Context: an optimization exercise on an open-source flow, tuned for small area, a short achievable clock period and few clock cycles. The choices shown serve that exercise and are no tape-out recipe.
In this exercise RTL edits were held to simulation tests only and were not proved equivalent to the original.
Power is estimated from default activity; no workload was simulated.

==> flow/design.v <==
package isaPkg;
	typedef enum logic [3:0] {
		OP_LDUR,
		OP_STUR,
		OP_ADD,
		OP_ADDI,
		OP_SUB,
		OP_AND,
		OP_ORR,
		OP_CBZ,
		OP_CBNZ,
		OP_B,
		OP_HALT,
		OP_ILLEGAL
	} opcodeT;
	typedef enum logic [2:0] {
		ALU_ADD   = 3'd0,
		ALU_SUB   = 3'd1,
		ALU_AND   = 3'd2,
		ALU_ORR   = 3'd3,
		ALU_PASSB = 3'd4
	} aluFuncT;
	typedef enum logic [1:0] {
		SRC_REG  = 2'b00,
		SRC_DIMM = 2'b01,  
		SRC_IIMM = 2'b10   
	} aluSrcT;
endpackage
package hostPkg;
	typedef enum logic [2:0] {
		IDLE,
		FETCH,
		DECODE,
		EXECUTE,
		MEMORY,
		WRITEBACK,
		HALTED,
		FAULT
	} seqStateT;
	typedef enum logic [1:0] {
		REG_CTRL,
		REG_STATUS,
		REGION_IMEM,
		REGION_DMEM
	} apbRegionT;
endpackage
`timescale 1ns/1ps
module legv8Top (
	input  logic                       clk,
	input  logic                       rst,
	input  logic                       pSel,
	input  logic                       pEnable,
	input  logic                       pWrite,
	input  logic [12-1:0] pAddr,
	input  logic [32-1:0]     pWdata,
	output logic [32-1:0]     pRdata,
	output logic                       pReady,
	output logic                       pSlvErr
);
	localparam logic [1:0] SEL_ZERO = 2'd0;
	localparam logic [1:0] SEL_STATUS = 2'd1;
	localparam logic [1:0] SEL_IMEM = 2'd2;
	localparam logic [1:0] SEL_DMEM = 2'd3;
	logic [31:0] imem [64];
	logic [31:0] dmem [64];
	logic [31:0] regs [31];  
	logic        running, halted, fault;
	logic [7:0]  pc;    
	logic [31:0] ir;
	logic [31:0] dreg;
	logic [1:0]  rSel;
	logic        errReg;
	logic aligned, isCtrlStatus, isMem, accessErr, hostWr, hostWrI, hostWrD, startNow;
	assign aligned = pAddr[1:0] == 2'b00;
	assign isCtrlStatus = pAddr[11:10] == 2'b00 && pAddr[9:3] == '0 && aligned;
	assign isMem = (pAddr[11:10] == 2'b01 || pAddr[11:10] == 2'b10) && pAddr[9:8] == 2'b00
		&& aligned;
	assign accessErr = !(isCtrlStatus || isMem) || (running && isMem);
	assign hostWr = pSel && pEnable && pWrite && !accessErr;
	assign hostWrI = hostWr && pAddr[11:10] == 2'b01;
	assign hostWrD = hostWr && pAddr[11:10] == 2'b10;
	assign startNow = hostWr && pAddr[11:10] == 2'b00 && !pAddr[2] && pWdata[0] && !running;
	logic [10:0] op;
	logic isLdur, isStur, isAdd, isAddi, isSub, isAnd, isOrr, isCbz, isCbnz, isB, isHalt;
	logic illegal, regWe;
	assign op = ir[31:21];
	assign isLdur = op == 11'b11111000010;
	assign isStur = op == 11'b11111000000;
	assign isAdd = op == 11'b10001011000;
	assign isAddi = op[10:1] == 10'b1001000100;
	assign isSub = op == 11'b11001011000;
	assign isAnd = op == 11'b10001010000;
	assign isOrr = op == 11'b10101010000;
	assign isCbz = op[10:3] == 8'b10110100;
	assign isCbnz = op[10:3] == 8'b10110101;
	assign isB = op[10:5] == 6'b000101;
	assign isHalt = op == 11'b11111111111;
	assign illegal = !(isLdur || isStur || isAdd || isAddi || isSub || isAnd || isOrr
		|| isCbz || isCbnz || isB || isHalt);
	assign regWe = isLdur || isAdd || isAddi || isSub || isAnd || isOrr;
	logic [4:0] rn, rb, rd;
	logic [31:0] a, b;
	assign rn = ir[9:5];
	assign rb = ir[28] ? ir[4:0] : ir[20:16];
	assign rd = ir[4:0];
	assign a = (rn == 5'd31) ? '0 : regs[rn];
	assign b = (rb == 5'd31) ? '0 : regs[rb];
	logic [31:0] opB, sum, aluRes;
	logic [7:0] memAddr;
	assign opB = isAddi ? {20'd0, ir[21:10]} : isSub ? ~b : b;
	assign sum = a + opB + {31'd0, isSub};
	always_comb begin
		if (isAnd) aluRes = a & b;
		else if (isOrr) aluRes = a | b;
		else aluRes = sum;
	end
	assign memAddr = a[7:0] + ir[19:12];
	logic [5:0] dAddr;
	logic [31:0] dRd, wbData;
	logic dWe;
	assign dAddr = running ? memAddr[7:2] : pAddr[7:2];
	assign dRd = dmem[dAddr];
	assign dWe = hostWrD || (running && isStur);
	assign wbData = isLdur ? dRd : aluRes;
	always_ff @(posedge clk) begin
		if (dWe) begin
			dmem[dAddr] <= running ? b : pWdata;
		end
	end
	always_ff @(posedge clk) begin
		if (running && regWe && rd != 5'd31) begin
			regs[rd] <= wbData;
		end
	end
	logic bZero, taken;
	logic [7:0] off, nextPc;
	logic [5:0] iAddr;
	assign bZero = b == '0;
	assign taken = isB || (isCbz && bZero) || (isCbnz && !bZero);
	assign off = isB ? ir[7:0] : ir[12:5];
	assign nextPc = taken ? pc + off : pc + 8'd1;
	assign iAddr = running ? nextPc[5:0] : pAddr[7:2];
	always_ff @(posedge clk) begin
		if (hostWrI) begin
			imem[pAddr[7:2]] <= pWdata;
		end
	end
	always_ff @(posedge clk) begin
		ir <= imem[iAddr];
		dreg <= dRd;
	end
	always_ff @(posedge clk) begin
		if (rst) begin
			running <= 1'b0;
			halted <= 1'b0;
			fault <= 1'b0;
			pc <= '0;
		end else if (running) begin
			if (isHalt) begin
				running <= 1'b0;
				halted <= 1'b1;
			end else if (illegal) begin
				running <= 1'b0;
				fault <= 1'b1;
			end else begin
				pc <= nextPc;
			end
		end else if (startNow) begin
			running <= 1'b1;
			halted <= 1'b0;
			fault <= 1'b0;
			pc <= '0;
		end
	end
	logic [31:0] status;
	assign status = {16'd0, pc, 5'd0, fault || (running && illegal),
		halted || (running && isHalt), running && !isHalt && !illegal};
	always_ff @(posedge clk) begin
		errReg <= accessErr;
		if (!(isCtrlStatus || isMem)) rSel <= SEL_ZERO;
		else if (pAddr[11:10] == 2'b01) rSel <= SEL_IMEM;
		else if (pAddr[11:10] == 2'b10) rSel <= SEL_DMEM;
		else if (pAddr[2]) rSel <= SEL_STATUS;
		else rSel <= SEL_ZERO;
	end
	always_comb begin
		case (rSel)
			SEL_STATUS: pRdata = status;
			SEL_IMEM:   pRdata = ir;
			SEL_DMEM:   pRdata = dreg;
			default:    pRdata = '0;
		endcase
	end
	assign pReady = 1'b1;
	assign pSlvErr = errReg;
endmodule
==> flow/run.sh <==
#!/bin/bash
# synth_recipe.tcl (not shown) runs the flow's synth.tcl, then flattens the netlist and writes it again
# the make line also repeats each setting of config.mk as NAME=value (left out here)
make -C /OpenROAD-flow-scripts/flow DESIGN_CONFIG=/design/flow/config.mk WORK_HOME=/design/flow/orfs CLKGATE_MAP_FILE= SYNTH_SCRIPT=/design/flow/synth_recipe.tcl finish
==> flow/config.mk <==
export PLATFORM = sky130hd
export DESIGN_NAME = legv8Top
export DESIGN_NICKNAME = legv8Top
export VERILOG_FILES = /design/flow/design.v
export SDC_FILE = /design/flow/constraint.sdc
export NUM_CORES = 4
export LEC_CHECK = 0
export CAP_MARGIN = 20
export CELL_PAD_IN_SITES_GLOBAL_PLACEMENT = 2
export CORE_MARGIN = 2
export CORE_UTILIZATION = 25
export PLACE_DENSITY = 0.35
export SETUP_SLACK_MARGIN = 0.8
export SLEW_MARGIN = 20
==> flow/constraint.sdc <==
create_clock -name core_clock -period 12.5 [get_ports {clk}]
set_input_delay 2.5000 -clock core_clock [delete_from_list [all_inputs] [get_ports {clk}]]
set_output_delay 2.5000 -clock core_clock [all_outputs]
set_load 0.01 [all_outputs]
==> notes.md <==
-- worst max path at each step --
stage | slack (ns) | cells past startpoint | endpoint
after global placement | -0.38 | 24 | ir[1]$_DFF_P_
final | 1.47 | 24 | ir[19]$_DFF_P_
after CTS | 1.04 | 24 | ir[19]$_DFF_P_
after detailed placement | 1.13 | 24 | ir[19]$_DFF_P_
after global routing | 1.08 | 24 | ir[19]$_DFF_P_
after floorplan | 4.34 | 25 | dmem[10][0]$_DFFE_PP_
-- cells in the mapped netlist (23+ instances only) --
| master | count | area share (%) |
|---|---|---|
| edfxtp_1 | 5088 | 70 |
| nand2_1 | 2018 | 3.5 |
| mux4_2 | 878 | 9.0 |
| nand3_1 | 676 | 1.5 |
| a21oi_1 | 609 | 1.4 |
| mux2i_1 | 587 | 2.7 |
| a211oi_1 | 467 | 1.6 |
| clkbuf_1 | 448 | 0.77 |
| nor2_1 | 425 | 0.73 |
| buf_2 | 315 | 0.72 |
| o21ai_0 | 241 | 0.55 |
| buf_1 | 227 | 0.39 |
| nor2b_1 | 187 | 0.53 |
| a31oi_1 | 168 | 0.48 |
| a311oi_1 | 136 | 0.54 |
| and3_1 | 122 | 0.35 |
| nor3_1 | 122 | 0.28 |
| a221oi_1 | 113 | 0.45 |
| o221ai_1 | 90 | 0.36 |
| nand4_1 | 86 | 0.25 |
| a32oi_1 | 85 | 0.34 |
| dfxtp_1 | 78 | 0.71 |
| o22ai_1 | 69 | 0.20 |
| a21o_1 | 66 | 0.23 |
| xnor2_1 | 54 | 0.22 |
| ha_1 | 46 | 0.26 |
| inv_1 | 45 | 0.077 |
| o211ai_1 | 35 | 0.12 |
| mux2_2 | 34 | 0.17 |
| a22oi_1 | 33 | 0.11 |
| and2_1 | 27 | 0.077 |
| or3_1 | 24 | 0.069 |
| a22o_1 | 23 | 0.092 |
| buf_4 | 23 | 0.079 |
| nand2b_1 | 23 | 0.066 |
-- final cells by class --
type                            instances  area share (%)
Sequential cell                      5166           59.02
Multi-Input combinational cell       7766           23.94
Clock inverter                        353           1.387
Antenna cell                          172          0.1645
Tap cell                            11560           5.528
Timing Repair Buffer                  955           3.273
Clock buffer                          839           6.606
Inverter                               49         0.07366
-- critical path, stage by stage (launching register included) --
cell and delay [ns]:
dfxtp_4 0.69, inv_4 0.55, buf_4 0.44, a211oi_1 0.83
nor3_1 0.10, a311oi_1 0.59, nor3_1 0.13, nor3_2 0.74
nand4_1 0.48, nor4_2 0.72, nand2_1 0.16, xnor2_1 0.20
and2_1 0.34, a22oi_1 0.14, ha_1 0.40, a21oi_4 0.79
buf_4 0.28, buf_4 0.27, buf_4 0.24, mux4_2 0.51
nor2b_1 0.14, a211oi_1 0.24, a21oi_1 0.08, a21oi_1 0.75
a21oi_1 0.51
-- power by group through the flow --
stage | Combinational (W) | Clock [W] | Sequential, W
2_1_floorplan | 0.00451 | 0 | 0.0211
3_3_place_gp | 0.00984 | 0 | 0.0212
3_5_place_dp | 0.00998 | 0 | 0.0212
4_1_cts | 0.00998 | 0.0193 | 0.0208
5_1_grt | 0.0103 | 0.0199 | 0.0208
6_report | 0.00976 | 0.0187 | 0.0208
-- per-stage QoR --
stage | instance area, sq um | utilization (%) | instances | setup slack (ns) | hold slack [ns]
after floorplan | 219000 | - | 14000 | 4.342 | 0.4384
after global placement | 239800 | 27.48 | 25470 | -0.3780 | 0.4805
after detailed placement | 240200 | 27.54 | 25490 | 1.127 | 0.4868
after CTS | 261200 | 29.93 | 26690 | 1.041 | 0.4968
after global routing | 261500 | 29.97 | 26820 | 1.078 | 0.5215
final | 261600 | 29.98 | 26860 | 1.469 | 0.5006
-- registers in the layout, indices dropped and copies added (netlist names) --
register	count
errReg	1
dmem	2048
fault	1
pc	8
dreg	32
regs	992
ir	32
running	1
rSel	2
halted	1
imem	2048
-- cell families (layout without fill, tap and decap cells) --
family / after synthesis / in the layout
flip-flops: 5166 / 5166
adder cells (fa/ha/maj): 62 / 62
other: 1 / 173
multiplexers: 1502 / 1502
AO/OA/AOI/OAI: 2358 / 2358
AND/OR/NAND/NOR: 3777 / 3777
buffers and inverters: 1066 / 2196
XOR/XNOR: 66 / 66
-- routing by layer --
metal | up-vias | GRT usage (%)
met5 | - | 0
met4 | 2 | 6.008
met3 | 1010 | 2.414
met2 | 3796 | 39.79
met1 | 75290 | 31.21
li1 | 57240 | -
==> metrics.cfg <==
[setup_path]
r2r_cells = 24
cp-end-kind = flop
startpoint = ir[0]$_DFF_P_
worst_ep_arrival_time_ns = 11.85
cp_max_fo = 35
startpoint_type = flop
rr_startpoint = ir[0]$_DFF_P_
crit_required_ns = 13.31
critical_path_class = reg2reg
reg2reg_slack_ns = 1.47
r2r_end = ir[19]$_DFF_P_

[route]
post_drt_via_cell_ratio = 5.113
wl_um = 1053000
ant_nets = 0
wl_met2_um = 517200
vias = 137300
met3_length_um = 41560
drt-initial-drc-count = 12660
first_pass_iters = 9
wl_met1_um = 462100
post_drt_wl_per_cell_um = 39.22
topRoutingLayerUsed = met5
drc = 0

[logic_synthesis]
synth-edff-count = 5088
synthMuxAreaShare_pct = 11.90
ys_seq_area_share_pct = 70.48
ys_ff_latch = 5166
yosys_warnings = 1
synth_compound_area_share_pct = 7.353
synth_cells = 14000
yosysUniqueCellTypes = 93
synth_top_family_by_area = multiplexers
syn-num-nets = 14100
synth-xor-area-share_pct = 0.2640
synthSimpleGateAreaFrac_pct = 7.586
syn_avg_cell_area_sq_um = 15.64
synth_fa_ha_area_share_pct = 0.3497
synthFlopType = edfxtp_1
async_flop_share_pct = 0
synth_area_sq_um = 219000

[cts]
cts-htree-levels = 6
hold_buffers = 0
numCtsBuffers = 654
post_cts_resized = 0
post-cts-setup-buffers = 0
clockBufferDepth = 4
clkSlewWorstSetupHoldPaths_ns = 0.06
worstSkewPairLatency_ns = 1.15
cts_root_buffer = clkbuf_16
cts_tree = built
cts.sinks = 5166

[layout]
syn2layout_area_growth_pct = 19.45
final_common_cell = edfxtp_1
regArea_sq_um = 154400
drive_above_1_share_pct = 20.41
nNetsFinal = 14690
multiInputGateArea_sq_um = 62640
nFillCells = 86290
final_cell_mix = edfxtp_1 (5,088), nand2_1 (2,012), mux4_2 (878)

[grt]
first_global_vias = 138900
grt_pass1_wl_um = 1383000
grt_start_max_net_pins = 94
track_usage_pct = 23.12
gr-total-overflow = 0
antenna_found_initial = 109

[timing]
tightest_slew_ns = 1.230
hold_viol = 0
fmax_mhz = 90.65
slew_headroom_pct = 17.83
fin_setup_tns_ns = 0
slew_violations = 0
finalClockSkew_ns = 0.08280
finalCritPeriodShare_pct = 88.25
min_period_ns = 11.03
finalSetupViolations = 0
grt_setup_unrepaired = no

[power_and_ir_drop]
vdd_drop_max_mv = 0.1663
netSwitchingFraction_pct = 31.11
p_clk_share_pct = 37.9
leakagePower_nw = 83.58
switchingPower_w = 0.01533
p_int_w = 0.03396
p_per_area_nw_per_um2 = 188.4
pwr-share-seq_pct = 42.3
total_power_w = 0.04929
combPwrFrac_pct = 19.8

[placed_design]
io_buffers = 81
dp.final_hpwl_um = 666200
gp_congestion = 0.7935

[hold_path]
hp-class = reg2reg
hp-start = fault$_SDFFE_PP0P_
holdPathStages = 2
min_to = fault$_SDFFE_PP0P_

[floorplanning]
die_w_um = 939.9
num_rows = 343
die_area_sq_um = 883500
coreArea_sq_um = 872500
die_h_um = 939.9
start_util_pct = 25.10
io_pins = 83

[outcome]
outcome = timing/DRC/antenna clean

[flow_run]
max_cap_violations = 0

Testbench counts, summed over its fixed seeds: cycles 54,324.

-- what the ideal ports hide --
Ports are ideal in the flow. The routed layout listed here was re-timed in OpenROAD.
Step 1 assumes that a clkbuf_16 drives the clock port and a buf_2 every other input.
Step 2 times the ports against the registers' clock, not the clock port: input delays grow and output delays shrink by t, the midpoint of the rising clock arrivals with the driver on.
Slacks: ideal / step 1 / step 2; pairs: ideal / step 1.
t (ns): 1.248
setup WS [ns]: 1.469 / 1.469 / 1.469
hold WS [ns]: 0.501 / 0.501 / 0.501
worst data-port slew with drivers (ns): 0.42
cell pins on the clock port's net: 1
After both steps this run still meets setup and hold. For this run, drivers alone change the setup slack by 0.000 ns; drivers and shift together by 0.000 ns.
